Source: an optimization exercise on an open RTL-to-GDS flow (aim: small area, a short achievable clock period and few clock cycles per item). Production flows keep margins and buffers that such runs may drop. The RTL was checked by simulation tests, not by an equivalence proof against the original design.

===== flow/design.v =====
package ttb_pkg;
    localparam int POS_W_DEF = 32;
    localparam int TEX_W_DEF = 24;
    localparam int OUT_W     = 32;
    localparam int FRAC_SHIFT = 16;
endpackage
module ttb_mul
#(
    parameter int AW = 20,
    parameter int BW = 17,
    parameter int SW = 58
)
(
    input  logic                 clk,
    input  logic                 en,
    input  logic                 clr,
    input  logic [1:0]           shc,
    input  logic signed [AW-1:0] a,
    input  logic signed [BW-1:0] b,
    input  logic signed [AW-1:0] c,
    input  logic signed [BW-1:0] d,
    output logic signed [SW-1:0] acc
);
    logic signed [SW-1:0] acc_sel, acc_hi, sum, acc_next;
    localparam logic [SW:0] KC0 = ((SW+1)'(1) << SW) + ((SW+1)'(1) << (AW - 1))
                                + ((SW+1)'(1) << (BW - 1)) - ((SW+1)'(1) << (AW + BW - 1));
    localparam logic [SW-1:0] KC = KC0[SW-1:0];
    logic [SW-1:0] rows [2*BW];
    always_comb
    begin
        for (int i = 0; i < BW; i++)
        begin
            logic [AW-1:0] r, t;
            for (int k = 0; k < AW; k++)
            begin
                r[k] = a[k] & b[i];
                t[k] = c[k] & d[i];
            end
            if (i < BW - 1)
            begin
                r[AW-1] = !r[AW-1];
                t[AW-1] = !t[AW-1];
            end
            else
            begin
                r[AW-2:0] = ~r[AW-2:0];
                t[AW-2:0] = ~t[AW-2:0];
            end
            rows[i]      = SW'(r) << i;
            rows[BW + i] = SW'(t) << i;
        end
    end
    always_comb
    begin
        acc_sel = clr ? SW'(0) : acc;
        case (shc)
            2'd0:    acc_hi = acc_sel;
            2'd1:    acc_hi = acc_sel >>> 16;
            2'd2:    acc_hi = acc_sel >>> 19;
            default: acc_hi = acc_sel >>> 35;
        endcase
        sum = acc_hi + KC + KC;
        for (int i = 0; i < 2 * BW; i++)
        begin
            sum = sum + rows[i];
        end
        case (shc)
            2'd0:    acc_next = sum;
            2'd1:    acc_next = {sum[SW-17:0], acc_sel[15:0]};
            2'd2:    acc_next = {sum[SW-20:0], acc_sel[18:0]};
            default: acc_next = {sum[SW-36:0], acc_sel[34:0]};
        endcase
    end
    always_ff @(posedge clk)
    begin
        if (en)
        begin
            acc <= acc_next;
        end
    end
endmodule
module ttb_div
#(
    parameter int DW = 49,           
    parameter int XW = 32,           
    parameter int K  = 2,
    parameter int CW = 5
)
(
    input  logic          clk,
    input  logic          rst_n,
    input  logic          load,
    input  logic [CW-1:0] cnt_in,
    input  logic [DW-1:0] rem_in,
    input  logic [XW-1:0] x_in,
    input  logic [DW-1:0] den,
    input  logic          take,
    output logic          pend,
    output logic          busy,
    output logic [XW-1:0] x
);
    logic [DW-1:0] rem;
    logic [CW-1:0] cnt;
    logic [DW-1:0] r_n [K+1];
    logic [XW-1:0] x_n [K+1];
    logic [DW:0]   sh  [K];
    logic [DW+1:0] df  [K];
    assign busy = pend && (cnt != '0);
    always_comb
    begin
        r_n[0] = rem;
        x_n[0] = x;
        for (int i = 0; i < K; i++)
        begin
            sh[i] = {r_n[i], x_n[i][XW-1]};
            df[i] = {1'b0, sh[i]} - {2'b00, den};
            if (!df[i][DW+1])
            begin
                r_n[i+1] = df[i][DW-1:0];
                x_n[i+1] = {x_n[i][XW-2:0], 1'b1};
            end
            else
            begin
                r_n[i+1] = sh[i][DW-1:0];
                x_n[i+1] = {x_n[i][XW-2:0], 1'b0};
            end
        end
    end
    always_ff @(posedge clk or negedge rst_n)
    begin
        if (!rst_n)
        begin
            pend <= 1'b0;
        end
        else if (load)
        begin
            pend <= 1'b1;
        end
        else if (take)
        begin
            pend <= 1'b0;
        end
    end
    always_ff @(posedge clk)
    begin
        rem <= load ? rem_in : r_n[K];
    end
    always_ff @(posedge clk)
    begin
        if (load)
        begin
            x   <= x_in;
            cnt <= cnt_in;
        end
        else if (busy)
        begin
            x   <= x_n[K];
            cnt <= cnt - 1'b1;
        end
    end
endmodule
module triangle_tangent_bitangent
#(
    parameter int POSITION_WIDTH = ttb_pkg::POS_W_DEF,
    parameter int TEXCOORD_WIDTH = ttb_pkg::TEX_W_DEF
)
(
    input  logic                             clk,
    input  logic                             rst_n,
    input  logic                             in_valid,
    output logic                             in_ready,
    input  logic signed [POSITION_WIDTH-1:0] pos_x,
    input  logic signed [POSITION_WIDTH-1:0] pos_y,
    input  logic signed [POSITION_WIDTH-1:0] pos_z,
    input  logic signed [TEXCOORD_WIDTH-1:0] tex_u,
    input  logic signed [TEXCOORD_WIDTH-1:0] tex_v,
    output logic                             out_valid,
    input  logic                             out_ready,
    output logic signed [ttb_pkg::OUT_W-1:0] tangent_x,
    output logic signed [ttb_pkg::OUT_W-1:0] tangent_y,
    output logic signed [ttb_pkg::OUT_W-1:0] tangent_z,
    output logic signed [ttb_pkg::OUT_W-1:0] bitangent_x,
    output logic signed [ttb_pkg::OUT_W-1:0] bitangent_y,
    output logic signed [ttb_pkg::OUT_W-1:0] bitangent_z,
    output logic                             degenerate,
    output logic                             saturated
);
    localparam int OUT_W      = ttb_pkg::OUT_W;
    localparam int FRAC_SHIFT = ttb_pkg::FRAC_SHIFT;
    localparam int PW  = POSITION_WIDTH + 1;         
    localparam int TW  = TEXCOORD_WIDTH + 1;         
    localparam int AW  = (PW > TW) ? PW : TW;        
    localparam int SW  = AW + TW;                    
    localparam int NMW = SW - 1;                     
    localparam int DMW = 2 * TW - 1;                 
    localparam int NW  = NMW + FRAC_SHIFT;           
    localparam int K   = 2;                          
    localparam int NC  = (OUT_W + K - 1) / K;        
    localparam int XW  = NC * K;                     
    localparam int RW  = NW - XW;                    
    localparam int CW  = $clog2(NC + 1);
    localparam int MAW = 20;                         
    localparam int MBW = 17;
    localparam int ALW = MAW - 1;                    
    localparam int BLW = MBW - 1;
    logic stall;
    logic en;
    assign en = !stall;
    logic [1:0] cnt_reg;
    logic signed [POSITION_WIDTH-1:0] p0_reg [3];
    logic signed [TEXCOORD_WIDTH-1:0] t0_reg [2];
    logic signed [PW-1:0] a1_reg [3];                
    logic signed [PW-1:0] a2_reg [3];                
    logic signed [TW-1:0] u1_reg, v1_reg;            
    logic signed [TW-1:0] u2_reg, v2_reg;            
    logic signed [PW-1:0] pd [3];
    logic signed [TW-1:0] u1_in, v1_in, u2_in, v2_in;
    logic take0, take1, take2;
    assign pd[0] = PW'(p0_reg[0]) - PW'(pos_x);
    assign pd[1] = PW'(p0_reg[1]) - PW'(pos_y);
    assign pd[2] = PW'(p0_reg[2]) - PW'(pos_z);
    assign u1_in = TW'(t0_reg[0]) - TW'(tex_u);
    assign v1_in = TW'(t0_reg[1]) - TW'(tex_v);
    assign u2_in = TW'(tex_u) - TW'(t0_reg[0]);
    assign v2_in = TW'(tex_v) - TW'(t0_reg[1]);
    always_ff @(posedge clk)
    begin
        if (take0)
        begin
            p0_reg[0] <= pos_x;
            p0_reg[1] <= pos_y;
            p0_reg[2] <= pos_z;
            t0_reg[0] <= tex_u;
            t0_reg[1] <= tex_v;
        end
        if (take1)
        begin
            a1_reg[0] <= pd[0];
            a1_reg[1] <= pd[1];
            a1_reg[2] <= pd[2];
            u1_reg <= u1_in;
            v1_reg <= v1_in;
        end
        if (take2)
        begin
            a2_reg[0] <= pd[0];
            a2_reg[1] <= pd[1];
            a2_reg[2] <= pd[2];
            u2_reg <= u2_in;
            v2_reg <= v2_in;
        end
    end
    logic       mrun_reg;
    logic [3:0] cyc_reg;
    logic [1:0] pass_reg;
    logic       tpar_reg;
    logic       act;
    logic [3:0] s;
    logic [1:0] p;
    logic       last;
    logic       fin;
    assign act   = en && (mrun_reg || (cnt_reg == 2'd2 && in_valid));
    assign s     = mrun_reg ? cyc_reg : 4'd0;
    assign p     = mrun_reg ? pass_reg : 2'd0;
    assign fin   = act && s == 4'd6 && last;
    assign take0 = in_valid && cnt_reg == 2'd0;
    assign take1 = in_valid && cnt_reg == 2'd1 && (!mrun_reg || fin);
    assign take2 = act && !mrun_reg;
    assign in_ready = (cnt_reg == 2'd0) || (cnt_reg == 2'd1 && (!mrun_reg || fin))
                   || (cnt_reg == 2'd2 && en && !mrun_reg);
    always_ff @(posedge clk or negedge rst_n)
    begin
        if (!rst_n)
        begin
            cnt_reg  <= 2'd0;
            mrun_reg <= 1'b0;
        end
        else
        begin
            if (in_valid && in_ready)
            begin
                cnt_reg <= (cnt_reg == 2'd2) ? 2'd0 : cnt_reg + 2'd1;
            end
            if (act)
            begin
                mrun_reg <= !fin;
            end
        end
    end
    always_ff @(posedge clk)
    begin
        if (act)
        begin
            cyc_reg  <= last ? s + 4'd1 : s;
            pass_reg <= last ? 2'd0 : p + 2'd1;
            if (s == 4'd0 && p == 2'd0)
            begin
                tpar_reg <= !tpar_reg;
            end
        end
    end
    logic [1:0] comp;
    logic signed [AW-1:0] ma, mc;
    logic signed [TW-1:0] mb, md;
    assign comp = (s < 4'd3) ? 2'd0 : (s < 4'd5) ? 2'd1 : 2'd2;
    always_comb
    begin
        if (s == 4'd0)
        begin
            ma = AW'(u1_reg);
            mb = mrun_reg ? v2_reg : v2_in;
            mc = AW'(-v1_reg);
            md = mrun_reg ? u2_reg : u2_in;
        end
        else if (s[0])
        begin
            ma = a1_reg[comp];
            mb = v2_reg;
            mc = a2_reg[comp];
            md = v1_reg;
        end
        else
        begin
            ma = a2_reg[comp];
            mb = u1_reg;
            mc = a1_reg[comp];
            md = u2_reg;
        end
    end
    logic fit_a, fit_b, pa, pb;
    logic signed [MAW-1:0] ca, cc;
    logic signed [MBW-1:0] cb, cd;
    logic [1:0] shc;
    assign fit_a = ((ma[AW-1:ALW] == '0) || (ma[AW-1:ALW] == '1))
                && ((mc[AW-1:ALW] == '0) || (mc[AW-1:ALW] == '1));
    assign fit_b = ((mb[TW-1:BLW] == '0) || (mb[TW-1:BLW] == '1))
                && ((md[TW-1:BLW] == '0) || (md[TW-1:BLW] == '1));
    assign pa    = !fit_a && p[0];
    assign pb    = !fit_b && (fit_a ? p[0] : p[1]);
    assign last  = fit_a ? (fit_b || p[0]) : (fit_b ? p[0] : (p == 2'd3));
    assign ca    = fit_a ? ma[MAW-1:0] : (pa ? {{(MAW-AW+ALW){ma[AW-1]}}, ma[AW-1:ALW]} : {1'b0, ma[ALW-1:0]});
    assign cc    = fit_a ? mc[MAW-1:0] : (pa ? {{(MAW-AW+ALW){mc[AW-1]}}, mc[AW-1:ALW]} : {1'b0, mc[ALW-1:0]});
    assign cb    = fit_b ? mb[MBW-1:0] : (pb ? {{(MBW-TW+BLW){mb[TW-1]}}, mb[TW-1:BLW]} : {1'b0, mb[BLW-1:0]});
    assign cd    = fit_b ? md[MBW-1:0] : (pb ? {{(MBW-TW+BLW){md[TW-1]}}, md[TW-1:BLW]} : {1'b0, md[BLW-1:0]});
    assign shc   = {pa, pb};
    logic signed [MAW-1:0] ma_reg;
    logic signed [MBW-1:0] mb_reg;
    logic signed [MAW-1:0] mc_reg;
    logic signed [MBW-1:0] md_reg;
    logic [1:0]           shc_reg;
    logic                 clr_reg;
    logic                 s1_v;
    logic [3:0]           s1_idx;
    logic                 s1_last;
    logic                 s1_par;
    logic signed [SW-1:0] acc;
    logic                 s2_v;
    logic [3:0]           s2_idx;
    logic                 s2_last;
    logic                 s2_par;
    always_ff @(posedge clk or negedge rst_n)
    begin
        if (!rst_n)
        begin
            s1_v <= 1'b0;
            s2_v <= 1'b0;
        end
        else if (en)
        begin
            s1_v <= act;
            s2_v <= s1_v;
        end
    end
    always_ff @(posedge clk)
    begin
        if (en)
        begin
            ma_reg  <= ca;
            mb_reg  <= cb;
            mc_reg  <= cc;
            md_reg  <= cd;
            shc_reg <= shc;
            clr_reg <= p == 2'd0;
            s1_idx  <= s;
            s1_last <= last;
            s1_par  <= (s == 4'd0 && p == 2'd0) ? !tpar_reg : tpar_reg;
            s2_idx  <= s1_idx;
            s2_last <= s1_last;
            s2_par  <= s1_par;
        end
    end
    ttb_mul #(.AW(MAW), .BW(MBW), .SW(SW)) u_mul
    (
        .clk (clk),
        .en  (en),
        .clr (clr_reg),
        .shc (shc_reg),
        .a   (ma_reg),
        .b   (mb_reg),
        .c   (mc_reg),
        .d   (md_reg),
        .acc (acc)
    );
    logic           fire_a;
    logic [2:0]     ja;
    logic [NMW-1:0] nabs;
    logic           nsign;
    logic           stall_a;
    assign fire_a = s2_v && s2_last;
    assign ja     = s2_idx[2:0];
    assign nsign  = acc[SW-1];
    assign nabs   = nsign ? NMW'(-acc) : NMW'(acc);
    logic [5:0] nmsb;
    logic       nzero;
    always_comb
    begin
        nmsb = '0;
        for (int i = 0; i < NMW; i++)
        begin
            if (nabs[i])
            begin
                nmsb = 6'(i);
            end
        end
    end
    assign nzero = (nabs == '0);
    logic [DMW-1:0] dm_reg [2];
    logic [1:0]     dsg_reg;
    logic [1:0]     dz_reg;
    logic [5:0]     dmsb_reg [2];
    always_ff @(posedge clk)
    begin
        if (en && fire_a && ja == 3'd0)
        begin
            dm_reg[s2_par]  <= DMW'(nabs);
            dsg_reg[s2_par] <= nsign;
            dz_reg[s2_par]  <= nzero;
            dmsb_reg[s2_par] <= nmsb;
        end
    end
    logic           l1_v;
    logic [NMW-1:0] l1_nabs;
    logic           l1_sign;
    logic [2:0]     l1_j;
    logic           l1_par;
    logic [5:0]     l1_msb;
    logic           l1_zero;
    always_ff @(posedge clk or negedge rst_n)
    begin
        if (!rst_n)
        begin
            l1_v <= 1'b0;
        end
        else if (en)
        begin
            l1_v <= fire_a && ja != 3'd0;
        end
    end
    always_ff @(posedge clk)
    begin
        if (en)
        begin
            l1_nabs <= nabs;
            l1_sign <= nsign;
            l1_j    <= ja;
            l1_par  <= s2_par;
            l1_msb  <= nmsb;
            l1_zero <= nzero;
        end
    end
    logic [2:0]     db;
    logic [DMW-1:0] dsel;
    logic           bneg;
    logic [NW-1:0]  nfull;
    logic [NW:0]    nmd;
    logic           negeff;
    logic [NW-1:0]  nsel;
    logic           bovf;
    logic           bdz;
    logic           stall_b;
    logic signed [7:0] qb;                           
    logic [4:0]     hq;                              
    logic [4:0]     hsh;
    logic [DMW+XW-1:0] wide;
    assign db     = l1_j - 3'd1;
    assign dsel   = dm_reg[l1_par];
    assign bdz    = dz_reg[l1_par];
    assign bneg   = l1_sign ^ dsg_reg[l1_par] ^ db[0];
    assign nfull  = {l1_nabs, {FRAC_SHIFT{1'b0}}};
    assign nmd    = {1'b0, nfull} - (NW+1)'(dsel);
    assign negeff = bneg && !nmd[NW] && !bdz;
    assign nsel   = negeff ? nmd[NW-1:0] : nfull;
    assign bovf   = !bdz && (NW'(nsel[NW-1:OUT_W-1]) >= NW'(dsel));
    assign qb     = 8'(l1_msb) + 8'(FRAC_SHIFT + 1) - 8'(dmsb_reg[l1_par]);
    always_comb
    begin
        if (bdz || l1_zero || qb <= 8'sd0)
            hq = 5'd0;
        else if (qb >= 8'sd32)
            hq = 5'd16;
        else
            hq = 5'((qb + 8'sd1) >>> 1);
    end
    assign hsh  = 5'd16 - hq;
    assign wide = (DMW+XW)'({{(DMW+XW-NW){1'b0}}, nsel} << {hsh, 1'b0});
    logic [5:0]       pend, busy, take, free, par_d;
    logic [5:0]       neg_d, ovf_d;
    logic             deg5;
    logic [XW-1:0]    xq [6];
    logic [5:0]       full_reg;
    logic [5:0]       sat_reg;
    logic [OUT_W-1:0] res_reg [6];
    logic             deg_reg;
    logic             xfer;
    assign out_valid = &full_reg;
    assign xfer      = out_valid && out_ready;
    for (genvar d = 0; d < 6; d++)
    begin : g_div
        logic load;
        logic sat;
        logic [OUT_W-1:0] cv;
        assign take[d] = pend[d] && !busy[d] && !full_reg[d];
        assign free[d] = !pend[d] || take[d];
        assign load    = en && l1_v && db == 3'(d);
        ttb_div #(.DW(DMW), .XW(XW), .K(K), .CW(CW)) u_div
        (
            .clk    (clk),
            .rst_n  (rst_n),
            .load   (load),
            .cnt_in (CW'(hq)),
            .rem_in (wide[DMW+XW-1:XW]),
            .x_in   (wide[XW-1:0]),
            .den    (dm_reg[par_d[d]]),
            .take   (take[d]),
            .pend   (pend[d]),
            .busy   (busy[d]),
            .x      (xq[d])
        );
        always_ff @(posedge clk)
        begin
            if (load)
            begin
                par_d[d] <= l1_par;
                neg_d[d] <= negeff;
                ovf_d[d] <= bovf;
            end
        end
        assign sat = ovf_d[d];
        assign cv  = sat ? {neg_d[d], {(OUT_W-1){!neg_d[d]}}}
                         : (xq[d][OUT_W-1:0] ^ {OUT_W{neg_d[d]}});
        always_ff @(posedge clk)
        begin
            if (take[d])
            begin
                res_reg[d] <= cv;
                sat_reg[d] <= sat;
            end
        end
    end
    logic load5;
    assign load5 = en && l1_v && db == 3'd5;
    always_ff @(posedge clk)
    begin
        if (load5)
        begin
            deg5 <= bdz;
        end
        if (take[5])
        begin
            deg_reg <= deg5;
        end
    end
    always_ff @(posedge clk or negedge rst_n)
    begin
        if (!rst_n)
        begin
            full_reg <= '0;
        end
        else
        begin
            full_reg <= xfer ? '0 : (full_reg | take);
        end
    end
    logic [5:0] par_hit;
    for (genvar d = 0; d < 6; d++)
    begin : g_hit
        assign par_hit[d] = busy[d] && (par_d[d] == s2_par);
    end
    assign stall_b = l1_v && !free[db];
    assign stall_a = fire_a && ja == 3'd0 && (|par_hit);
    assign stall   = stall_a || stall_b;
    assign tangent_x   = res_reg[0];
    assign bitangent_x = res_reg[1];
    assign tangent_y   = res_reg[2];
    assign bitangent_y = res_reg[3];
    assign tangent_z   = res_reg[4];
    assign bitangent_z = res_reg[5];
    assign degenerate  = deg_reg;
    assign saturated   = |sat_reg;
endmodule

===== flow/run.sh =====
#!/bin/bash
# synth_recipe.tcl (not shown) runs the flow's synth.tcl, then flattens the netlist and writes it again
# the make line also repeats each setting of config.mk as NAME=value (left out here)
make -C /OpenROAD-flow-scripts/flow DESIGN_CONFIG=/design/flow/config.mk WORK_HOME=/design/flow/orfs CLKGATE_MAP_FILE= SYNTH_SCRIPT=/design/flow/synth_recipe.tcl finish

===== flow/config.mk =====
export PLATFORM = sky130hd
export DESIGN_NAME = triangle_tangent_bitangent
export DESIGN_NICKNAME = triangle_tangent_bitangent
export VERILOG_FILES = /design/flow/design.v
export SDC_FILE = /design/flow/constraint.sdc
export NUM_CORES = 4
export LEC_CHECK = 0
export CAP_MARGIN = 20
export CORE_MARGIN = 2
export CORE_UTILIZATION = 40
export SETUP_SLACK_MARGIN = 3
export SLEW_MARGIN = 20

===== flow/constraint.sdc =====
create_clock -name core_clock -period 11.0 [get_ports {clk}]
set_input_delay 2.2000 -clock core_clock [delete_from_list [all_inputs] [get_ports {clk}]]
set_output_delay 2.2000 -clock core_clock [all_outputs]
set_load 0.01 [all_outputs]

==> impl_metrics.toml, run 1 <==
[run_status]
status = "timing/DRC/antenna clean"

[floorplanning]
fp.dieH_um = 597
die_x_um = 597
die_area_mm2 = 0.356
initial_core_util_pct = 40.2
io_pins = 344
core_mm2 = 0.349
row_count = 217

[global_route]
grt_use_met3_pct = 5.02
grtUsageMet1_pct = 36.4
grt_max_degree = 150
use_met2_pct = 46.6
grt_overflow = 0
grt.busiest_layer = "met2"
antenna_found_initial = 37
track_usage_pct = 29.3
first_global_vias = 118000
grt_pass1_wl_um = 784000

[layout]
final_common_cell = "nand2_1"
final_area_mm2 = 0.174
nNetsFinal = 18500
mostFrequentLayoutCells = "nand2_1, edfxtp_1, nor2_1, inv_1, ha_1"
syn_to_final_growth_pct = 23.9
largest_reg_flops = 294
final_cells = 21300
drive_gt1_share_pct = 18.1

[setup_path]
critPathKind = "flop to flop"
path_common_cell = "fa_1"
crit_path_top_delay_cell = "fa_2"
critPathArrivalTime_ns = 9.70
max_stage_delay_ns = 0.56
crit_required_ns = 11.62
endpoint_kind = "flop"
start_kind = "flop"
crit_fanout = 5

[yosys]
synth_edf_count = 1217
yosysTopAreaCellShare_pct = 26.0
synth_flop_cell = "edfxtp_1"
synth_cell_types = 113
synth_area_mm2 = 0.140
synthesis.nets = 17500
synth-seq-area-share_pct = 30.6
synth_warnings = 21
syn-instance-count = 15500
synth_area_leaders = "edfxtp_1, ha_1, fa_1"
synthArstFlopShare_pct = 1.17
yosys.area.top_type = "edfxtp_1"
synth-seq-cells = 1536
avgSynthCellArea_um2 = 9.05

[cts]
ctsRootBufferMaster = "clkbuf_16"
clk_latency_ns = 0.98
clkSlewWorstSetupHoldPaths_ns = 0.06
cts_tree = "built"
htreeDepth = 4
clock-sinks = 1536
clock_path_buffers = 4
cts_buffers = 188

[timing]
finalHoldViolations = 0
max-slew-margin-rel_pct = 9.75
worst_pin_slew_ns = 1.35
finalCritPeriodShare_pct = 82.5
rsz0062_at_grt = "yes"
drv_slew = 0
postLayoutSetupSlackWorst_ns = 1.92
setup-violations-final = 0
skew_ns = 0.142
setup_tns_ns = 0
period_minus_slack_ns = 9.08
fmax_mhz = 110

[worst_hold_path]
hp-class = "flop to flop"

[detailed_routing]
wirelength_um = 548000
drtPass1Iterations = 8
drt_iter0_drc = 12500
drc = 0
post_drt_wl_per_cell_um = 25.8
vias_per_cell = 5.86
via_count = 125000
ant_nets = 0

[place]
hpwl_um = 396000
post-place-ws_ns = 0.576
dpl_cell_area_mm2 = 0.150
dp_cells = 20000
portBuffers = 343
gp_congestion = 1.03

[job]
maxCapViolations = 0
==> synthesized netlist by cell type (24+ instances only) <==
| master | n |
|---|---|
| nand2_1 | 1784 |
| nor2_1 | 1331 |
| edfxtp_1 | 1217 |
| a21oi_1 | 1192 |
| ha_1 | 1170 |
| inv_1 | 1116 |
| o21ai_0 | 948 |
| xnor2_1 | 718 |
| fa_1 | 667 |
| mux2i_1 | 569 |
| clkbuf_1 | 566 |
| a21o_1 | 346 |
| dfxtp_1 | 301 |
| xor2_1 | 289 |
| and2_1 | 268 |
| nor3_1 | 225 |
| a211oi_1 | 189 |
| nor2b_1 | 180 |
| nand2b_1 | 179 |
| nand3_1 | 178 |
| o21a_1 | 172 |
| mux2_2 | 167 |
| buf_1 | 132 |
| o21bai_1 | 107 |
| a22oi_1 | 106 |
| a31oi_1 | 101 |
| and3_1 | 101 |
| or3_1 | 91 |
| o31ai_1 | 89 |
| o211ai_1 | 81 |
| a21boi_0 | 74 |
| nand4_1 | 67 |
| o22ai_1 | 66 |
| or2_2 | 50 |
| nor4_1 | 49 |
| mux4_2 | 38 |
| o22a_1 | 38 |
| a211o_1 | 31 |
| o31a_1 | 24 |
==> path summary, 6_finish.rpt <==
check	depth (start not counted)	to	start	slack (ns)
min in group asynchronous	1	full_reg[2]$_DFF_PN0_	rst_n	1.45
max in group asynchronous	1	mrun_reg$_DFFE_PN0P_	rst_n	8.80
hold reg to reg	0	s2_idx[1]$_DFFE_PN_	s1_idx[1]$_DFFE_PN_	0.42
setup / recovery	32	u_mul.acc[48]$_DFFE_PN_	shc_reg[0]$_DFFE_PN_	1.92
setup reg to reg	32	u_mul.acc[48]$_DFFE_PN_	shc_reg[0]$_DFFE_PN_	1.92
hold / removal	0	s2_idx[1]$_DFFE_PN_	s1_idx[1]$_DFFE_PN_	0.42
==> repair_timing <==
action	4_1_cts	5_1_grt
endpoints found under the setup margin	396	346
pin swaps	443	494
cloned	56	28
hold buffers	0	0
resized for setup	1120	791
setup buffers	590	264
==> cell type report <==
class,count,area (um2)
Inverter,1130,4280
Tap cell,4599,5750
Antenna cell,16,40.0
Timing Repair Buffer,1502,15800
Clock inverter,117,1460
Clock buffer,230,5030
Fill cell,31800,175000
Sequential cell,1536,43000
Multi-Input combinational cell,12100,98600
==> layer usage <==
metal  share of wire, %  vias up  routed length (um)
met2                 44     5650              243000
met1                 39    60600              212000
li1                   -    56800                   -
met4                8.6       16               46800
met3                8.3     1612               45700
met5              0.020        -                 107
==> per-stage QoR <==
| stage | utilization (%) | hold WS (ns) |
|---|---|---|
| 5_1_grt | 49.8 | 0.423 |
| 2_1_floorplan | - | 0.400 |
| 6_report | 49.8 | 0.424 |
| 3_5_place_dp | 42.9 | 0.408 |
| 3_3_place_gp | 42.9 | 0.402 |
| 4_1_cts | 48.0 | 0.423 |
==> critical path, delay by kind of cell (launching register included) <==
kind	cells	cell delay, ns
AOI/OAI and AO/OA	12	2.86
xor gates and xnor gates	1	0.11
adders and majority gates	8	3.73
buffers and inverters	7	0.78
DFF	1	0.38
muxes	2	0.47
and+or+nand+nor	2	0.52
==> cell families (layout without fill, tap and decap cells) <==
logic type / after synthesis / in the layout / share of synthesized area (%)
AND/OR/NAND/NOR: 4612 / 4622 / 14.8
AO/OA/AOI/OAI: 3890 / 3897 / 17.3
other: 0 / 16 / 0
buffers and inverters: 1855 / 2979 / 4.99
adder cells (fa/ha/maj): 1837 / 1837 / 19.9
multiplexers: 777 / 777 / 6.03
flip-flops: 1536 / 1536 / 30.6
XOR/XNOR: 1007 / 1007 / 6.28
Testbench counts, summed over its fixed seeds: cycles 4,395, items 384.
==> inputs of run 2 (changes only) <==
--- a/flow/design.v
+++ b/flow/design.v
@@ -21,11 +21,13 @@
     input  logic signed [BW-1:0] d,
     output logic signed [SW-1:0] acc
 );
-    logic signed [SW-1:0] acc_sel, acc_hi, sum, acc_next;
-    localparam logic [SW:0] KC0 = ((SW+1)'(1) << SW) + ((SW+1)'(1) << (AW - 1))
-                                + ((SW+1)'(1) << (BW - 1)) - ((SW+1)'(1) << (AW + BW - 1));
-    localparam logic [SW-1:0] KC = KC0[SW-1:0];
-    logic [SW-1:0] rows [2*BW];
+    localparam int PW = AW + BW;
+    localparam logic [PW:0] KC0 = ((PW+1)'(1) << PW) + ((PW+1)'(1) << (AW - 1))
+                                + ((PW+1)'(1) << (BW - 1)) - ((PW+1)'(1) << (AW + BW - 1));
+    localparam logic [PW-1:0] KC = KC0[PW-1:0];
+    logic [PW-1:0] rows_a [BW];
+    logic [PW-1:0] rows_c [BW];
+    logic [PW-1:0] pa_n, pc_n;
     always_comb
     begin
         for (int i = 0; i < BW; i++)
@@ -46,25 +48,42 @@
                 r[AW-2:0] = ~r[AW-2:0];
                 t[AW-2:0] = ~t[AW-2:0];
             end
-            rows[i]      = SW'(r) << i;
-            rows[BW + i] = SW'(t) << i;
+            rows_a[i] = PW'(r) << i;
+            rows_c[i] = PW'(t) << i;
+        end
+        pa_n = KC;
+        pc_n = KC;
+        for (int i = 0; i < BW; i++)
+        begin
+            pa_n = pa_n + rows_a[i];
+            pc_n = pc_n + rows_c[i];
+        end
+    end
+    logic signed [PW-1:0] pa, pc;
+    logic                 clr_d;
+    logic [1:0]           shc_d;
+    always_ff @(posedge clk)
+    begin
+        if (en)
+        begin
+            pa    <= pa_n;
+            pc    <= pc_n;
+            clr_d <= clr;
+            shc_d <= shc;
         end
     end
+    logic signed [SW-1:0] acc_sel, acc_hi, sum, acc_next;
     always_comb
     begin
-        acc_sel = clr ? SW'(0) : acc;
-        case (shc)
+        acc_sel = clr_d ? SW'(0) : acc;
+        case (shc_d)
             2'd0:    acc_hi = acc_sel;
             2'd1:    acc_hi = acc_sel >>> 16;
             2'd2:    acc_hi = acc_sel >>> 19;
             default: acc_hi = acc_sel >>> 35;
         endcase
-        sum = acc_hi + KC + KC;
-        for (int i = 0; i < 2 * BW; i++)
-        begin
-            sum = sum + rows[i];
-        end
-        case (shc)
+        sum = acc_hi + SW'(pa) + SW'(pc);
+        case (shc_d)
             2'd0:    acc_next = sum;
             2'd1:    acc_next = {sum[SW-17:0], acc_sel[15:0]};
             2'd2:    acc_next = {sum[SW-20:0], acc_sel[18:0]};
@@ -195,7 +214,7 @@
     localparam int DMW = 2 * TW - 1;                 
     localparam int NW  = NMW + FRAC_SHIFT;           
     localparam int K   = 2;                          
-    localparam int NC  = (OUT_W + K - 1) / K;        
+    localparam int NC  = 16;                         
     localparam int XW  = NC * K;                     
     localparam int RW  = NW - XW;                    
     localparam int CW  = $clog2(NC + 1);
@@ -203,9 +222,9 @@
     localparam int MBW = 17;
     localparam int ALW = MAW - 1;                    
     localparam int BLW = MBW - 1;
-    logic stall;
+    logic [1:0] qcnt_reg;
     logic en;
-    assign en = !stall;
+    assign en = !qcnt_reg[1];
     logic [1:0] cnt_reg;
     logic signed [POSITION_WIDTH-1:0] p0_reg [3];
     logic signed [TEXCOORD_WIDTH-1:0] t0_reg [2];
@@ -216,6 +235,16 @@
     logic signed [PW-1:0] pd [3];
     logic signed [TW-1:0] u1_in, v1_in, u2_in, v2_in;
     logic take0, take1, take2;
+    logic [2:0] a1f_reg, a2f_reg;
+    logic       u1f_reg, v1f_reg, u2f_reg, v2f_reg;
+    logic [2:0] pdf;
+    logic       u1f_in, v1f_in, u2f_in, v2f_in;
+    function automatic logic pfits(input logic [PW-1:0] v);
+        pfits = (v[PW-1:ALW] == '0) || (v[PW-1:ALW] == '1);
+    endfunction
+    function automatic logic tfits(input logic [TW-1:0] v);
+        tfits = (v[TW-1:BLW] == '0 && v[BLW-1:0] != '1) || (v[TW-1:BLW] == '1 && v[BLW-1:0] != '0);
+    endfunction
     assign pd[0] = PW'(p0_reg[0]) - PW'(pos_x);
     assign pd[1] = PW'(p0_reg[1]) - PW'(pos_y);
     assign pd[2] = PW'(p0_reg[2]) - PW'(pos_z);
@@ -223,6 +252,13 @@
     assign v1_in = TW'(t0_reg[1]) - TW'(tex_v);
     assign u2_in = TW'(tex_u) - TW'(t0_reg[0]);
     assign v2_in = TW'(tex_v) - TW'(t0_reg[1]);
+    assign pdf[0] = pfits(pd[0]);
+    assign pdf[1] = pfits(pd[1]);
+    assign pdf[2] = pfits(pd[2]);
+    assign u1f_in = tfits(u1_in);
+    assign v1f_in = tfits(v1_in);
+    assign u2f_in = tfits(u2_in);
+    assign v2f_in = tfits(v2_in);
     always_ff @(posedge clk)
     begin
         if (take0)
@@ -240,6 +276,9 @@
             a1_reg[2] <= pd[2];
             u1_reg <= u1_in;
             v1_reg <= v1_in;
+            a1f_reg <= pdf;
+            u1f_reg <= u1f_in;
+            v1f_reg <= v1f_in;
         end
         if (take2)
         begin
@@ -248,6 +287,9 @@
             a2_reg[2] <= pd[2];
             u2_reg <= u2_in;
             v2_reg <= v2_in;
+            a2f_reg <= pdf;
+            u2f_reg <= u2f_in;
+            v2f_reg <= v2f_in;
         end
     end
     logic       mrun_reg;
@@ -259,10 +301,11 @@
     logic [1:0] p;
     logic       last;
     logic       fin;
+    logic       last6;
     assign act   = en && (mrun_reg || (cnt_reg == 2'd2 && in_valid));
     assign s     = mrun_reg ? cyc_reg : 4'd0;
     assign p     = mrun_reg ? pass_reg : 2'd0;
-    assign fin   = act && s == 4'd6 && last;
+    assign fin   = act && s == 4'd6 && last6;
     assign take0 = in_valid && cnt_reg == 2'd0;
     assign take1 = in_valid && cnt_reg == 2'd1 && (!mrun_reg || fin);
     assign take2 = act && !mrun_reg;
@@ -331,10 +374,23 @@
     logic signed [MAW-1:0] ca, cc;
     logic signed [MBW-1:0] cb, cd;
     logic [1:0] shc;
-    assign fit_a = ((ma[AW-1:ALW] == '0) || (ma[AW-1:ALW] == '1))
-                && ((mc[AW-1:ALW] == '0) || (mc[AW-1:ALW] == '1));
-    assign fit_b = ((mb[TW-1:BLW] == '0) || (mb[TW-1:BLW] == '1))
-                && ((md[TW-1:BLW] == '0) || (md[TW-1:BLW] == '1));
+    always_comb
+    begin
+        if (s == 4'd0)
+        begin
+            fit_a = u1f_reg && v1f_reg;
+            fit_b = mrun_reg ? (v2f_reg && u2f_reg) : (v2f_in && u2f_in);
+        end
+        else
+        begin
+            fit_a = a1f_reg[comp] && a2f_reg[comp];
+            fit_b = s[0] ? (v2f_reg && v1f_reg) : (u1f_reg && u2f_reg);
+        end
+    end
+    logic fit6_a, fit6_b;
+    assign fit6_a = a1f_reg[2] && a2f_reg[2];
+    assign fit6_b = u1f_reg && u2f_reg;
+    assign last6  = fit6_a ? (fit6_b || p[0]) : (fit6_b ? p[0] : (p == 2'd3));
     assign pa    = !fit_a && p[0];
     assign pb    = !fit_b && (fit_a ? p[0] : p[1]);
     assign last  = fit_a ? (fit_b || p[0]) : (fit_b ? p[0] : (p == 2'd3));
@@ -354,21 +410,23 @@
     logic                 s1_last;
     logic                 s1_par;
     logic signed [SW-1:0] acc;
-    logic                 s2_v;
-    logic [3:0]           s2_idx;
-    logic                 s2_last;
-    logic                 s2_par;
+    logic                 s2_v, s3_v;
+    logic [3:0]           s2_idx, s3_idx;
+    logic                 s2_last, s3_last;
+    logic                 s2_par, s3_par;
     always_ff @(posedge clk or negedge rst_n)
     begin
         if (!rst_n)
         begin
             s1_v <= 1'b0;
             s2_v <= 1'b0;
+            s3_v <= 1'b0;
         end
         else if (en)
         begin
             s1_v <= act;
             s2_v <= s1_v;
+            s3_v <= s2_v;
         end
     end
     always_ff @(posedge clk)
@@ -387,6 +445,9 @@
             s2_idx  <= s1_idx;
             s2_last <= s1_last;
             s2_par  <= s1_par;
+            s3_idx  <= s2_idx;
+            s3_last <= s2_last;
+            s3_par  <= s2_par;
         end
     end
     ttb_mul #(.AW(MAW), .BW(MBW), .SW(SW)) u_mul
@@ -405,9 +466,8 @@
     logic [2:0]     ja;
     logic [NMW-1:0] nabs;
     logic           nsign;
-    logic           stall_a;
-    assign fire_a = s2_v && s2_last;
-    assign ja     = s2_idx[2:0];
+    assign fire_a = s3_v && s3_last;
+    assign ja     = s3_idx[2:0];
     assign nsign  = acc[SW-1];
     assign nabs   = nsign ? NMW'(-acc) : NMW'(acc);
     logic [5:0] nmsb;
@@ -424,18 +484,35 @@
         end
     end
     assign nzero = (nabs == '0);
-    logic [DMW-1:0] dm_reg [2];
-    logic [1:0]     dsg_reg;
-    logic [1:0]     dz_reg;
-    logic [5:0]     dmsb_reg [2];
+    localparam int QW = NMW + 12;
+    logic [QW-1:0] q0_reg, q1_reg, qin;
+    logic          push, pop;
+    assign push = en && fire_a;
+    assign qin  = {nabs, nsign, ja, s3_par, nmsb, nzero};
+    always_ff @(posedge clk or negedge rst_n)
+    begin
+        if (!rst_n)
+        begin
+            qcnt_reg <= 2'd0;
+        end
+        else
+        begin
+            qcnt_reg <= qcnt_reg + 2'(push) - 2'(pop);
+        end
+    end
     always_ff @(posedge clk)
     begin
-        if (en && fire_a && ja == 3'd0)
+        if (pop)
+        begin
+            q0_reg <= (qcnt_reg == 2'd1) ? qin : q1_reg;
+        end
+        else if (push && qcnt_reg == 2'd0)
+        begin
+            q0_reg <= qin;
+        end
+        if (push && (qcnt_reg == 2'd2 || (qcnt_reg == 2'd1 && !pop)))
         begin
-            dm_reg[s2_par]  <= DMW'(nabs);
-            dsg_reg[s2_par] <= nsign;
-            dz_reg[s2_par]  <= nzero;
-            dmsb_reg[s2_par] <= nmsb;
+            q1_reg <= qin;
         end
     end
     logic           l1_v;
@@ -445,27 +522,22 @@
     logic           l1_par;
     logic [5:0]     l1_msb;
     logic           l1_zero;
-    always_ff @(posedge clk or negedge rst_n)
-    begin
-        if (!rst_n)
-        begin
-            l1_v <= 1'b0;
-        end
-        else if (en)
-        begin
-            l1_v <= fire_a && ja != 3'd0;
-        end
-    end
+    assign l1_v = (qcnt_reg != 2'd0);
+    assign {l1_nabs, l1_sign, l1_j, l1_par, l1_msb, l1_zero} = q0_reg;
+    logic [DMW-1:0] dm_reg;
+    logic           dsg_reg;
+    logic           dz_reg;
+    logic [5:0]     dmsb_reg;
+    logic [DMW-1:0] dn_reg [2];                      
     always_ff @(posedge clk)
     begin
-        if (en)
+        if (pop && l1_j == 3'd0)
         begin
-            l1_nabs <= nabs;
-            l1_sign <= nsign;
-            l1_j    <= ja;
-            l1_par  <= s2_par;
-            l1_msb  <= nmsb;
-            l1_zero <= nzero;
+            dm_reg          <= DMW'(l1_nabs);
+            dsg_reg         <= l1_sign;
+            dz_reg          <= l1_zero;
+            dmsb_reg        <= l1_msb;
+            dn_reg[l1_par]  <= DMW'(l1_nabs);
         end
     end
     logic [2:0]     db;
@@ -475,7 +547,7 @@
     logic [NW:0]    nmd;
     logic           negeff;
     logic [NW-1:0]  nsel;
-    logic           bovf;
+    logic           bsat;
     logic           bdz;
     logic           stall_b;
     logic signed [7:0] qb;                           
@@ -483,15 +555,15 @@
     logic [4:0]     hsh;
     logic [DMW+XW-1:0] wide;
     assign db     = l1_j - 3'd1;
-    assign dsel   = dm_reg[l1_par];
-    assign bdz    = dz_reg[l1_par];
-    assign bneg   = l1_sign ^ dsg_reg[l1_par] ^ db[0];
+    assign dsel   = dm_reg;
+    assign bdz    = dz_reg;
+    assign bneg   = l1_sign ^ dsg_reg ^ db[0];
     assign nfull  = {l1_nabs, {FRAC_SHIFT{1'b0}}};
     assign nmd    = {1'b0, nfull} - (NW+1)'(dsel);
     assign negeff = bneg && !nmd[NW] && !bdz;
     assign nsel   = negeff ? nmd[NW-1:0] : nfull;
-    assign bovf   = !bdz && (NW'(nsel[NW-1:OUT_W-1]) >= NW'(dsel));
-    assign qb     = 8'(l1_msb) + 8'(FRAC_SHIFT + 1) - 8'(dmsb_reg[l1_par]);
+    assign bsat   = !bdz && (NW'(nsel[NW-1:OUT_W-1]) >= NW'(dsel));
+    assign qb     = 8'(l1_msb) + 8'(FRAC_SHIFT + 1) - 8'(dmsb_reg);
     always_comb
     begin
         if (bdz || l1_zero || qb <= 8'sd0)
@@ -521,7 +593,7 @@
         logic [OUT_W-1:0] cv;
         assign take[d] = pend[d] && !busy[d] && !full_reg[d];
         assign free[d] = !pend[d] || take[d];
-        assign load    = en && l1_v && db == 3'(d);
+        assign load    = pop && l1_j != 3'd0 && db == 3'(d);
         ttb_div #(.DW(DMW), .XW(XW), .K(K), .CW(CW)) u_div
         (
             .clk    (clk),
@@ -530,7 +602,7 @@
             .cnt_in (CW'(hq)),
             .rem_in (wide[DMW+XW-1:XW]),
             .x_in   (wide[XW-1:0]),
-            .den    (dm_reg[par_d[d]]),
+            .den    (dn_reg[par_d[d]]),
             .take   (take[d]),
             .pend   (pend[d]),
             .busy   (busy[d]),
@@ -542,7 +614,7 @@
             begin
                 par_d[d] <= l1_par;
                 neg_d[d] <= negeff;
-                ovf_d[d] <= bovf;
+                ovf_d[d] <= bsat;
             end
         end
         assign sat = ovf_d[d];
@@ -558,7 +630,7 @@
         end
     end
     logic load5;
-    assign load5 = en && l1_v && db == 3'd5;
+    assign load5 = pop && l1_j == 3'd6;
     always_ff @(posedge clk)
     begin
         if (load5)
@@ -584,11 +656,10 @@
     logic [5:0] par_hit;
     for (genvar d = 0; d < 6; d++)
     begin : g_hit
-        assign par_hit[d] = busy[d] && (par_d[d] == s2_par);
+        assign par_hit[d] = busy[d] && (par_d[d] == l1_par);
     end
-    assign stall_b = l1_v && !free[db];
-    assign stall_a = fire_a && ja == 3'd0 && (|par_hit);
-    assign stall   = stall_a || stall_b;
+    assign stall_b = (l1_j == 3'd0) ? (|par_hit) : !free[db];
+    assign pop     = l1_v && !stall_b;
     assign tangent_x   = res_reg[0];
     assign bitangent_x = res_reg[1];
     assign tangent_y   = res_reg[2];
--- a/flow/config.mk
+++ b/flow/config.mk
@@ -8,5 +8,5 @@
 export CAP_MARGIN = 20
 export CORE_MARGIN = 2
 export CORE_UTILIZATION = 40
-export SETUP_SLACK_MARGIN = 3
+export SETUP_SLACK_MARGIN = 3.5
 export SLEW_MARGIN = 20
==> impl_metrics.toml, run 2 <==
[run_status]
status = "timing/DRC/antenna clean"

[place]
dp_cells = 21100
gp_congestion = 0.983
hpwl_um = 383000
portBuffers = 343

[layout]
mostFrequentLayoutCells = "nand2_1, edfxtp_1, inv_1, nor2_1, a21oi_1"
syn_to_final_growth_pct = 19.1
nNetsFinal = 18900
drive_gt1_share_pct = 13.5
final_cells = 22100
largest_reg_flops = 294
final_common_cell = "nand2_1"

[cts]
clock-sinks = 1739
cts_buffers = 210
clkSlewWorstSetupHoldPaths_ns = 0.07
cts_tree = "built"
clock_path_buffers = 4
clk_latency_ns = 1.02
htreeDepth = 4
ctsRootBufferMaster = "clkbuf_16"

[detailed_routing]
drc = 0
post_drt_wl_per_cell_um = 24.3
ant_nets = 0
drtPass1Iterations = 7
via_count = 128000
vias_per_cell = 5.79
wirelength_um = 537000
drt_iter0_drc = 11800

[timing]
worst_pin_slew_ns = 1.33
setup_tns_ns = 0
max-slew-margin-rel_pct = 11.0
finalCritPeriodShare_pct = 73.2
hold_ws_ns = 0.375
skew_ns = 0.150
fmax_mhz = 124
rsz0062_at_grt = "yes"
period_minus_slack_ns = 8.06
drv_slew = 0
setup-violations-final = 0
finalHoldViolations = 0

[global_route]
first_global_vias = 123000
antenna_found_initial = 24
grt_max_degree = 155
grt_overflow = 0
track_usage_pct = 27.0
grt_pass1_wl_um = 781000

[worst_hold_path]
hp-class = "flop to flop"

[setup_path]
start_kind = "flop"
max_stage_delay_ns = 0.53
path_common_cell = "buf_12"
cpLargestDelayFamily = "compound AO/OA/AOI/OAI gates"
endpoint_kind = "flop"
crit_required_ns = 11.79
critPathKind = "flop to flop"
critPathArrivalTime_ns = 8.84
path_buf_inv = 9
crit_path_top_delay_cell = "or4_4"
crit_fanout = 8

[yosys]
synth-seq-area-share_pct = 32.9
synth_cell_types = 111
syn-instance-count = 16200
synth_flop_cell = "edfxtp_1"
yosysTopAreaCellShare_pct = 28.6
avgSynthCellArea_um2 = 9.19
synthTopCellsByCount = "nand2_1, edfxtp_1, inv_1, nor2_1, a21oi_1"
synth_area_mm2 = 0.149
synthArstFlopShare_pct = 1.15
synth_warnings = 22
synth_area_leaders = "edfxtp_1, ha_1, fa_1"
synthesis.nets = 18200
synth-seq-cells = 1739
yosys.area.top_type = "edfxtp_1"
yosysMostFrequentCell = "nand2_1"
synth_edf_count = 1419

[floorplanning]
initial_core_util_pct = 40.1
die_area_mm2 = 0.378
die_x_um = 615
io_pins = 344
fp.dieH_um = 615
core_mm2 = 0.372
row_count = 224

[job]
maxCapViolations = 0
## run 2: cell types whose count changed in the layout (fill, tap and decap cells not counted), sizes merged, moves of 40 or more
cell and delta:
a21o +88, and2 +88, buf -327, edfxtp +202
fa -44, inv +173, mux2i -82, nand2 +59
nand3 +75, nor2 -120, xnor2 +50, xor2 +40
## run 2: area by class of cell
cell class	count	area (um2)
repair buffers	1171	12200
inverters	1307	4930
clock inverters	131	1510
multi-input cells	12500	97900
flip-flops and latches	1739	49100
fillers	34800	194000
repair inverters	1	5.00
well taps	4972	6220
diodes	15	37.5
clock buffers	255	5620
## run 2: repair_timing
| action | CTS | global route |
|---|---|---|
| hold buffers | 0 | 0 |
| gates cloned | 67 | 12 |
| resized for setup | 687 | 553 |
| endpoints found under the setup margin | 325 | 330 |
| buffers inserted | 357 | 179 |
| pin swaps | 268 | 311 |
## run 2: cells by family after synthesis
| logic type | count (synthesis) | synth area share [%] |
|---|---|---|
| XOR/XNOR | 1097 | 6.45 |
| adder cells (fa/ha/maj) | 1783 | 18.1 |
| AND/OR/NAND/NOR | 4736 | 14.6 |
| buffers and inverters | 2027 | 5.13 |
| multiplexers | 719 | 5.29 |
| AO/OA/AOI/OAI | 4130 | 17.5 |
| flip-flops | 1739 | 32.9 |
## run 2: worst paths after layout
path / from / cells past startpoint / end / slack, ns
max: flop / 37 / g_div[0].u_div.rem[40]$_DFF_P_ / 2.94
min: deg5$_DFFE_PP_ / 0 / deg_reg$_DFFE_PP_ / 0.38
max reg2reg: flop / 37 / g_div[0].u_div.rem[40]$_DFF_P_ / 2.94
min reg2reg: deg5$_DFFE_PP_ / 0 / deg_reg$_DFFE_PP_ / 0.38
max in group asynchronous: rst_n / 1 / s3_v$_DFFE_PN0N_ / 9.06
min in group asynchronous: rst_n / 1 / full_reg[3]$_DFF_PN0_ / 1.25
## run 2: per-layer routing
layer	GRT usage [%]	wire length [um]	up-vias
met5	0	49	-
met4	17.1	41300	4
met3	3.59	35400	1393
met2	44.8	249000	5139
met1	33.2	211000	62300
li1	-	-	59000
## run 2: per-stage QoR
| step | setup slack, ns | cell area (um2) | util [%] |
|---|---|---|---|
| 5_1_grt | 2.80 | 177000 | 47.8 |
| 4_1_cts | 2.88 | 173000 | 46.7 |
| 2_1_floorplan | 3.50 | 150000 | - |
| 3_3_place_gp | 1.34 | 159000 | 42.7 |
| 3_5_place_dp | 1.29 | 159000 | 42.7 |
| 6_report | 2.94 | 177000 | 47.8 |
Testbench counts of run 2, summed over its fixed seeds: cycles 4,403, items 384.
==> inputs of run 3 (changes only) <==
--- a/flow/design.v
+++ b/flow/design.v
@@ -21,13 +21,15 @@
     input  logic signed [BW-1:0] d,
     output logic signed [SW-1:0] acc
 );
-    localparam int PW = AW + BW;
+    localparam int PW = AW + BW + 1;
     localparam logic [PW:0] KC0 = ((PW+1)'(1) << PW) + ((PW+1)'(1) << (AW - 1))
+                                + ((PW+1)'(1) << (BW - 1)) - ((PW+1)'(1) << (AW + BW - 1))
+                                + ((PW+1)'(1) << (AW - 1))
                                 + ((PW+1)'(1) << (BW - 1)) - ((PW+1)'(1) << (AW + BW - 1));
     localparam logic [PW-1:0] KC = KC0[PW-1:0];
     logic [PW-1:0] rows_a [BW];
     logic [PW-1:0] rows_c [BW];
-    logic [PW-1:0] pa_n, pc_n;
+    logic [PW-1:0] ps_n;
     always_comb
     begin
         for (int i = 0; i < BW; i++)
@@ -51,23 +53,20 @@
             rows_a[i] = PW'(r) << i;
             rows_c[i] = PW'(t) << i;
         end
-        pa_n = KC;
-        pc_n = KC;
+        ps_n = KC;
         for (int i = 0; i < BW; i++)
         begin
-            pa_n = pa_n + rows_a[i];
-            pc_n = pc_n + rows_c[i];
+            ps_n = ps_n + rows_a[i] + rows_c[i];
         end
     end
-    logic signed [PW-1:0] pa, pc;
+    logic signed [PW-1:0] ps;
     logic                 clr_d;
     logic [1:0]           shc_d;
     always_ff @(posedge clk)
     begin
         if (en)
         begin
-            pa    <= pa_n;
-            pc    <= pc_n;
+            ps    <= ps_n;
             clr_d <= clr;
             shc_d <= shc;
         end
@@ -82,7 +81,7 @@
             2'd2:    acc_hi = acc_sel >>> 19;
             default: acc_hi = acc_sel >>> 35;
         endcase
-        sum = acc_hi + SW'(pa) + SW'(pc);
+        sum = acc_hi + SW'(ps);
         case (shc_d)
             2'd0:    acc_next = sum;
             2'd1:    acc_next = {sum[SW-17:0], acc_sel[15:0]};
@@ -524,7 +523,6 @@
     logic           l1_zero;
     assign l1_v = (qcnt_reg != 2'd0);
     assign {l1_nabs, l1_sign, l1_j, l1_par, l1_msb, l1_zero} = q0_reg;
-    logic [DMW-1:0] dm_reg;
     logic           dsg_reg;
     logic           dz_reg;
     logic [5:0]     dmsb_reg;
@@ -533,7 +531,6 @@
     begin
         if (pop && l1_j == 3'd0)
         begin
-            dm_reg          <= DMW'(l1_nabs);
             dsg_reg         <= l1_sign;
             dz_reg          <= l1_zero;
             dmsb_reg        <= l1_msb;
@@ -555,7 +552,7 @@
     logic [4:0]     hsh;
     logic [DMW+XW-1:0] wide;
     assign db     = l1_j - 3'd1;
-    assign dsel   = dm_reg;
+    assign dsel   = dn_reg[l1_par];
     assign bdz    = dz_reg;
     assign bneg   = l1_sign ^ dsg_reg ^ db[0];
     assign nfull  = {l1_nabs, {FRAC_SHIFT{1'b0}}};
==> impl_metrics.toml, run 3 <==
[cts]
ctsRootBufferMaster = "clkbuf_16"
cts_tree = "built"
htreeDepth = 4
clock_path_buffers = 4
clock-sinks = 1655
cts_buffers = 196
cts_hold_buf = 0
clkSlewWorstSetupHoldPaths_ns = 0.06
clk_latency_ns = 0.95

[timing]
setup-violations-final = 0
rsz0062_at_grt = "yes"
skew_ns = 0.0985
finalCritPeriodShare_pct = 79.1
drv_slew = 0
max-slew-margin-rel_pct = 13.4
hold_ws_ns = 0.419
fmax_mhz = 115
period_minus_slack_ns = 8.70
postLayoutSetupSlackWorst_ns = 2.30
setup_tns_ns = 0
finalHoldViolations = 0
worst_pin_slew_ns = 1.29

[floorplanning]
die_x_um = 607
core_mm2 = 0.362
fp.dieH_um = 607
initial_core_util_pct = 40.1
die_area_mm2 = 0.368
row_count = 221
io_pins = 344

[layout]
syn_to_final_growth_pct = 21.7
mostFrequentLayoutCells = "nand2_1, edfxtp_1, nor2_1, inv_1, a21oi_1"
drive_gt1_share_pct = 16.0
largest_reg_flops = 294
final_common_cell = "nand2_1"
nNetsFinal = 18600
final_area_mm2 = 0.177

[worst_hold_path]
hold_path_depth = 0
min-delay-start = "s2_idx[0]$_DFFE_PN_"
hp-class = "flop to flop"
holdPathEnd = "s3_idx[0]$_DFFE_PN_"

[yosys]
synth_area_mm2 = 0.145
syn-instance-count = 15900
synth_edf_count = 1334
yosysTopAreaCellShare_pct = 27.6
yosys.area.top_type = "edfxtp_1"
synth_warnings = 22
synthTopCellsByCount = "nand2_1, edfxtp_1, nor2_1, a21oi_1, inv_1"
synthArstFlopShare_pct = 1.21
synth-seq-area-share_pct = 32.1
synth-seq-cells = 1655
avgSynthCellArea_um2 = 9.15
synth_cell_types = 118
synth_flop_cell = "edfxtp_1"
yosysMostFrequentCell = "nand2_1"
synthesis.nets = 17700
synth_area_leaders = "edfxtp_1, ha_1, fa_1"

[place]
hpwl_um = 411000
dpl_cell_area_mm2 = 0.155
gp_congestion = 1.02
portBuffers = 343
post-place-ws_ns = 0.604

[detailed_routing]
drt_iter0_drc = 11900
drtPass1Iterations = 9
wirelength_um = 568000
vias_per_cell = 5.85
ant_nets = 0
post_drt_wl_per_cell_um = 26.2
drc = 0
via_count = 127000

[setup_path]
critPathArrivalTime_ns = 9.43
crit_required_ns = 11.73
crit_path_top_delay_cell = "or4_4"
critPathKind = "flop to flop"
rr_worst_depth = 38
start_kind = "flop"
r2r-end = "g_div[3].u_div.rem[15]$_DFF_P_"
r2r_slack_ns = 2.30
max_stage_delay_ns = 0.52
endpoint_kind = "flop"
path_common_cell = "a211oi_2"
crit_fanout = 7

[global_route]
grt_overflow = 0
track_usage_pct = 29.6
antenna_found_initial = 35
grt_pass1_wl_um = 813000
grt_max_degree = 129
first_global_vias = 122000

[run_status]
status = "timing/DRC/antenna clean"

[job]
maxCapViolations = 0
[run 3: cell types whose count changed after synthesis, sizes merged, moves of 71 or more]
| cell | before | now |
|---|---|---|
| nor2 | 1210 | 1288 |
| ha | 1160 | 1079 |
| mux2i | 489 | 560 |
| edfxtp | 1419 | 1334 |
| inv | 1303 | 1121 |
| nand2 | 1843 | 1767 |
[run 3: what timing repair did]
action	4_1_cts	5_1_grt
cloned	63	22
gates resized for setup	880	729
setup endpoints to repair	337	359
pin swaps	301	399
setup buffers	502	175
[run 3: through the flow]
stage	std cells	utilization, %
2_1_floorplan	15900	-
5_1_grt	21700	48.8
3_5_place_dp	20500	42.8
6_report	21700	48.8
3_3_place_gp	20500	42.8
4_1_cts	21500	47.4
[run 3: cells by family after synthesis]
logic type	share of synthesized area, %
buf+inv	4.89
simple gates	14.8
flops	32.1
compound gates	17.9
fa+ha+maj	18.0
mux	5.97
xor+xnor	6.36
[run 3: worst max path at each step]
| stage | depth (start not counted) | endpoint | startpoint | slack (ns) |
|---|---|---|---|---|
| after global routing | 37 | g_div[3].u_div.rem[15]$_DFF_P_ | flop | 2.19 |
| after floorplan | 30 | u_mul.ps[36]$_DFFE_PN_ | mc_reg[3]$_DFFE_PN_ | 3.31 |
| after global placement | 34 | g_div[0].u_div.rem[1]$_DFF_P_ | flop | 0.66 |
| final | 38 | g_div[3].u_div.rem[15]$_DFF_P_ | flop | 2.30 |
| after CTS | 36 | g_div[0].u_div.rem[47]$_DFF_P_ | flop | 2.72 |
| after detailed placement | 34 | g_div[0].u_div.rem[1]$_DFF_P_ | flop | 0.60 |
[run 3: final cells by class]
cell class | instances | area (um2)
Timing Repair inverter | 1 | 5.00
Timing Repair Buffer | 1355 | 14500
Clock buffer | 242 | 5260
Antenna cell | 22 | 55.1
Multi-Input combinational cell | 12400 | 98700
Sequential cell | 1655 | 46600
Tap cell | 4794 | 6000
Inverter | 1128 | 4270
Clock inverter | 120 | 1270
Fill cell | 33700 | 185000
[run 3: worst max-delay path, delay by kind of cell (launching register included)]
family | cells | cell delay, ns
AOI/OAI and AO/OA | 23 | 4.77
DFF | 1 | 0.43
adders and majority gates | 3 | 0.90
buffers and inverters | 5 | 0.77
and+or+nand+nor | 6 | 1.28
muxes | 1 | 0.32
[run 3: layer usage]
layer | vias up | global-route usage, % | share of wire (%)
li1 | 58300 | - | -
met4 | 18 | 24.4 | 10
met1 | 61400 | 35.3 | 38
met2 | 5286 | 47.2 | 44
met5 | - | 0 | 0.022
met3 | 1728 | 4.94 | 7.6
Testbench counts of run 3, summed over its fixed seeds: cycles 4,403, items 384.
==> inputs of run 4 (changes only) <==
--- a/flow/design.v
+++ b/flow/design.v
@@ -115,8 +115,10 @@
     input  logic          take,
     output logic          pend,
     output logic          busy,
-    output logic [XW-1:0] x
+    output logic          last,
+    output logic [XW-1:0] xr
 );
+    logic [XW-1:0] x;
     logic [DW-1:0] rem;
     logic [CW-1:0] cnt;
     logic [DW-1:0] r_n [K+1];
@@ -124,6 +126,8 @@
     logic [DW:0]   sh  [K];
     logic [DW+1:0] df  [K];
     assign busy = pend && (cnt != '0);
+    assign last = pend && (cnt == '0 || cnt == CW'(1));
+    assign xr   = (cnt == '0) ? x : x_n[K];
     always_comb
     begin
         r_n[0] = rem;
@@ -572,13 +576,15 @@
     end
     assign hsh  = 5'd16 - hq;
     assign wide = (DMW+XW)'({{(DMW+XW-NW){1'b0}}, nsel} << {hsh, 1'b0});
-    logic [5:0]       pend, busy, take, free, par_d;
+    logic [5:0]       pend, busy, last_d, take, free, par_d;
     logic [5:0]       neg_d, ovf_d;
     logic             deg5;
     logic [XW-1:0]    xq [6];
     logic [5:0]       full_reg;
     logic [5:0]       sat_reg;
-    logic [OUT_W-1:0] res_reg [6];
+    logic [OUT_W-1:0] res_reg [6];                   
+    logic [5:0]       sneg_reg;
+    logic [OUT_W-1:0] res [6];                       
     logic             deg_reg;
     logic             xfer;
     assign out_valid = &full_reg;
@@ -586,9 +592,7 @@
     for (genvar d = 0; d < 6; d++)
     begin : g_div
         logic load;
-        logic sat;
-        logic [OUT_W-1:0] cv;
-        assign take[d] = pend[d] && !busy[d] && !full_reg[d];
+        assign take[d] = last_d[d] && !full_reg[d];
         assign free[d] = !pend[d] || take[d];
         assign load    = pop && l1_j != 3'd0 && db == 3'(d);
         ttb_div #(.DW(DMW), .XW(XW), .K(K), .CW(CW)) u_div
@@ -603,7 +607,8 @@
             .take   (take[d]),
             .pend   (pend[d]),
             .busy   (busy[d]),
-            .x      (xq[d])
+            .last   (last_d[d]),
+            .xr     (xq[d])
         );
         always_ff @(posedge clk)
         begin
@@ -614,17 +619,17 @@
                 ovf_d[d] <= bsat;
             end
         end
-        assign sat = ovf_d[d];
-        assign cv  = sat ? {neg_d[d], {(OUT_W-1){!neg_d[d]}}}
-                         : (xq[d][OUT_W-1:0] ^ {OUT_W{neg_d[d]}});
         always_ff @(posedge clk)
         begin
             if (take[d])
             begin
-                res_reg[d] <= cv;
-                sat_reg[d] <= sat;
+                res_reg[d]  <= xq[d][OUT_W-1:0];
+                sat_reg[d]  <= ovf_d[d];
+                sneg_reg[d] <= neg_d[d];
             end
         end
+        assign res[d] = sat_reg[d] ? {sneg_reg[d], {(OUT_W-1){!sneg_reg[d]}}}
+                                   : (res_reg[d] ^ {OUT_W{sneg_reg[d]}});
     end
     logic load5;
     assign load5 = pop && l1_j == 3'd6;
@@ -657,12 +662,12 @@
     end
     assign stall_b = (l1_j == 3'd0) ? (|par_hit) : !free[db];
     assign pop     = l1_v && !stall_b;
-    assign tangent_x   = res_reg[0];
-    assign bitangent_x = res_reg[1];
-    assign tangent_y   = res_reg[2];
-    assign bitangent_y = res_reg[3];
-    assign tangent_z   = res_reg[4];
-    assign bitangent_z = res_reg[5];
+    assign tangent_x   = res[0];
+    assign bitangent_x = res[1];
+    assign tangent_y   = res[2];
+    assign bitangent_y = res[3];
+    assign tangent_z   = res[4];
+    assign bitangent_z = res[5];
     assign degenerate  = deg_reg;
     assign saturated   = |sat_reg;
 endmodule
--- a/flow/config.mk
+++ b/flow/config.mk
@@ -8,5 +8,5 @@
 export CAP_MARGIN = 20
 export CORE_MARGIN = 2
 export CORE_UTILIZATION = 40
-export SETUP_SLACK_MARGIN = 3.5
+export SETUP_SLACK_MARGIN = 3
 export SLEW_MARGIN = 20
==> impl_metrics.toml, run 4 <==
[yosys]
synth_flop_cell = "edfxtp_1"
yosysTopAreaCellShare_pct = 27.3
avgSynthCellArea_um2 = 8.99
synth_warnings = 24
synth_edf_count = 1340
synth_area_leaders = "edfxtp_1, ha_1, fa_1"
yosysMostFrequentCell = "nand2_1"
yosys.area.top_type = "edfxtp_1"
synth-seq-area-share_pct = 31.7
synthesis.nets = 18300
synthArstFlopShare_pct = 1.20
synth_area_mm2 = 0.148
synth-seq-cells = 1661
synth_cell_types = 116
syn-instance-count = 16400
synthTopCellsByCount = "nand2_1, edfxtp_1, nor2_1, a21oi_1, inv_1"

[detailed_routing]
via_count = 130000
drt_iter0_drc = 12600
ant_nets = 0
drc = 0
wirelength_um = 584000
vias_per_cell = 5.86
post_drt_wl_per_cell_um = 26.3
drtPass1Iterations = 6

[place]
post-place-ws_ns = 0.854
portBuffers = 343
hpwl_um = 428000
dp_cells = 21100
gp_congestion = 0.988

[floorplanning]
io_pins = 344
row_count = 223
die_x_um = 611
initial_core_util_pct = 40.1
fp.dieH_um = 611
core_mm2 = 0.368
die_area_mm2 = 0.374

[timing]
setup_tns_ns = 0
drv_slew = 0
max-slew-margin-rel_pct = 16.8
fmax_mhz = 116
finalCritPeriodShare_pct = 78.7
postLayoutSetupSlackWorst_ns = 2.35
worst_pin_slew_ns = 1.24
period_minus_slack_ns = 8.65
setup-violations-final = 0
rsz0062_at_grt = "yes"
skew_ns = 0.0748
finalHoldViolations = 0

[setup_path]
critPathKind = "flop to flop"
crit_fanout = 7
path_buf_inv = 9
cpLargestDelayFamily = "compound AO/OA/AOI/OAI gates"
max_stage_delay_ns = 0.49
crit_path_top_delay_cell = "or4_4"
crit_required_ns = 11.77
start_kind = "flop"
endpoint_kind = "flop"
critPathArrivalTime_ns = 9.43

[cts]
cts_tree = "built"
htreeDepth = 4
clock_path_buffers = 4
clock-sinks = 1661
clk_latency_ns = 0.94
cts_hold_buf = 0
cts_buffers = 199
ctsRootBufferMaster = "clkbuf_16"
clkSlewWorstSetupHoldPaths_ns = 0.07

[layout]
largest_reg_flops = 294
final_cells = 22200
final_common_cell = "nand2_1"
mostFrequentLayoutCells = "nand2_1, edfxtp_1, nor2_1, a21oi_1, inv_1"
drive_gt1_share_pct = 15.0
syn_to_final_growth_pct = 20.6
nNetsFinal = 19100
nFillCells = 34500

[global_route]
antenna_found_initial = 29
first_global_vias = 124000
track_usage_pct = 29.8
grt_pass1_wl_um = 830000
grt_max_degree = 155
grt_overflow = 0

[run_status]
status = "timing/DRC/antenna clean"

[worst_hold_path]
hp-class = "flop to flop"

[job]
maxCapViolations = 0
-- run 4: cell count changes after synthesis, moves of 28 or more --
cell      previous run  this run
nand2_1           1767      2241
a21oi_1           1161      1286
o21ai_0            953       860
a22oi_1             91       137
nor3_1             276       235
clkbuf_1           613       650
mux2i_1            560       524
a21o_1             370       399
nor2b_1            150       122
-- run 4: repair_timing --
action,in CTS,in global routing
resized for setup,665,742
pin swaps,288,358
buffers inserted,428,187
gates cloned,56,29
endpoints found under the setup margin,325,336
-- run 4: worst reg2reg max path: cells and delay by family (launching register included) --
family | cells | cell delay (ns)
flops | 1 | 0.45
mux | 2 | 0.65
simple gates | 5 | 1.14
compound gates | 22 | 4.08
fa+ha+maj | 3 | 0.82
buf+inv | 9 | 1.37
-- run 4: cell type report --
class	instances	area, um2	share of cell area (%)
Inverter	1126	4250	2.39
Clock inverter	132	1440	0.807
Multi-Input combinational cell	12900	99500	56.0
Sequential cell	1661	46800	26.3
Timing Repair Buffer	1327	14600	8.20
Tap cell	4837	6050	3.40
Clock buffer	235	5210	2.93
Antenna cell	14	35.0	0.0197
-- run 4: cells by family (layout without fill, tap and decap cells) --
family                   after synthesis  after routing  synth area share [%]
AND/OR/NAND/NOR                     5194           5199                  15.9
AO/OA/AOI/OAI                       4098           4099                  17.6
buffers and inverters               1892           2820                  4.87
adder cells (fa/ha/maj)             1718           1718                  17.8
flip-flops                          1661           1661                  31.7
XOR/XNOR                            1068           1068                  6.35
multiplexers                         788            788                  5.84
other                                  0             14                     0
-- run 4: path summary, 6_finish.rpt --
path / start / endpoint / cells after the start / slack [ns]
setup / recovery: dn_reg[0][0]$_DFFE_PP_ / g_div[0].u_div.rem[13]$_DFF_P_ / 41 / 2.35
hold reg to reg: ovf_d[0]$_DFFE_PP_ / sat_reg[0]$_DFFE_PP_ / 0 / 0.39
min in group asynchronous: rst_n / full_reg[3]$_DFF_PN0_ / 1 / 1.34
setup reg to reg: dn_reg[0][0]$_DFFE_PP_ / g_div[0].u_div.rem[13]$_DFF_P_ / 41 / 2.35
max in group asynchronous: rst_n / s1_v$_DFFE_PN0N_ / 1 / 9.06
hold / removal: ovf_d[0]$_DFFE_PP_ / sat_reg[0]$_DFFE_PP_ / 0 / 0.39
-- run 4: routing by layer --
| layer | share of wire, % | track usage, % |
|---|---|---|
| met1 | 39 | 36.2 |
| met5 | 0.022 | 0 |
| met3 | 7.4 | 4.51 |
| met2 | 45 | 47.6 |
| met4 | 9.0 | 22.5 |
-- run 4: through the flow --
step	area (um2)	util (%)	hold WS, ns
2_1_floorplan	148000	-	0.400
3_3_place_gp	157000	42.7	0.402
3_5_place_dp	157000	42.7	0.405
4_1_cts	172000	46.9	0.404
5_1_grt	178000	48.3	0.421
6_report	178000	48.3	0.394
Testbench counts of run 4, summed over its fixed seeds: cycles 4,069, items 384.

## afterwards: timing with drivers on the ports
The flow's constraints put no driver on any port. The routed layouts listed below were extracted and timed again, unchanged, in two steps.
Step 1 assumes that a clkbuf_16 drives the clock port and a buf_2 every other input.
Step 2 moves the port delays by t, midway between the first and last clock arrival at a register: inputs arrive t later, outputs are due t later. That takes back most of the time a late clock gives input paths.
a / b / c = ideal / step 1 / step 2; a / b = the first two.
run	shift t [ns]	setup WS [ns]	worst hold slack (ns)	latest minus earliest clock arrival (ns)
run 1	1.010	1.921 / 1.921 / 1.921	0.424 / 0.424 / 0.424	0.142 / 0.142
run 2	1.054	2.943 / 2.943 / 2.811	0.375 / 0.375 / 0.375	0.156 / 0.156
run 3	1.018	2.299 / 2.299 / 2.299	0.419 / 0.419 / 0.419	0.099 / 0.099
run 4	1.010	2.346 / 2.346 / 2.346	0.394 / 0.394 / 0.394	0.075 / 0.075
After both steps setup and hold are still met in every run listed. For run 2, which loses most, drivers alone change the setup slack by 0.000 ns; drivers and shift together by -0.132 ns.
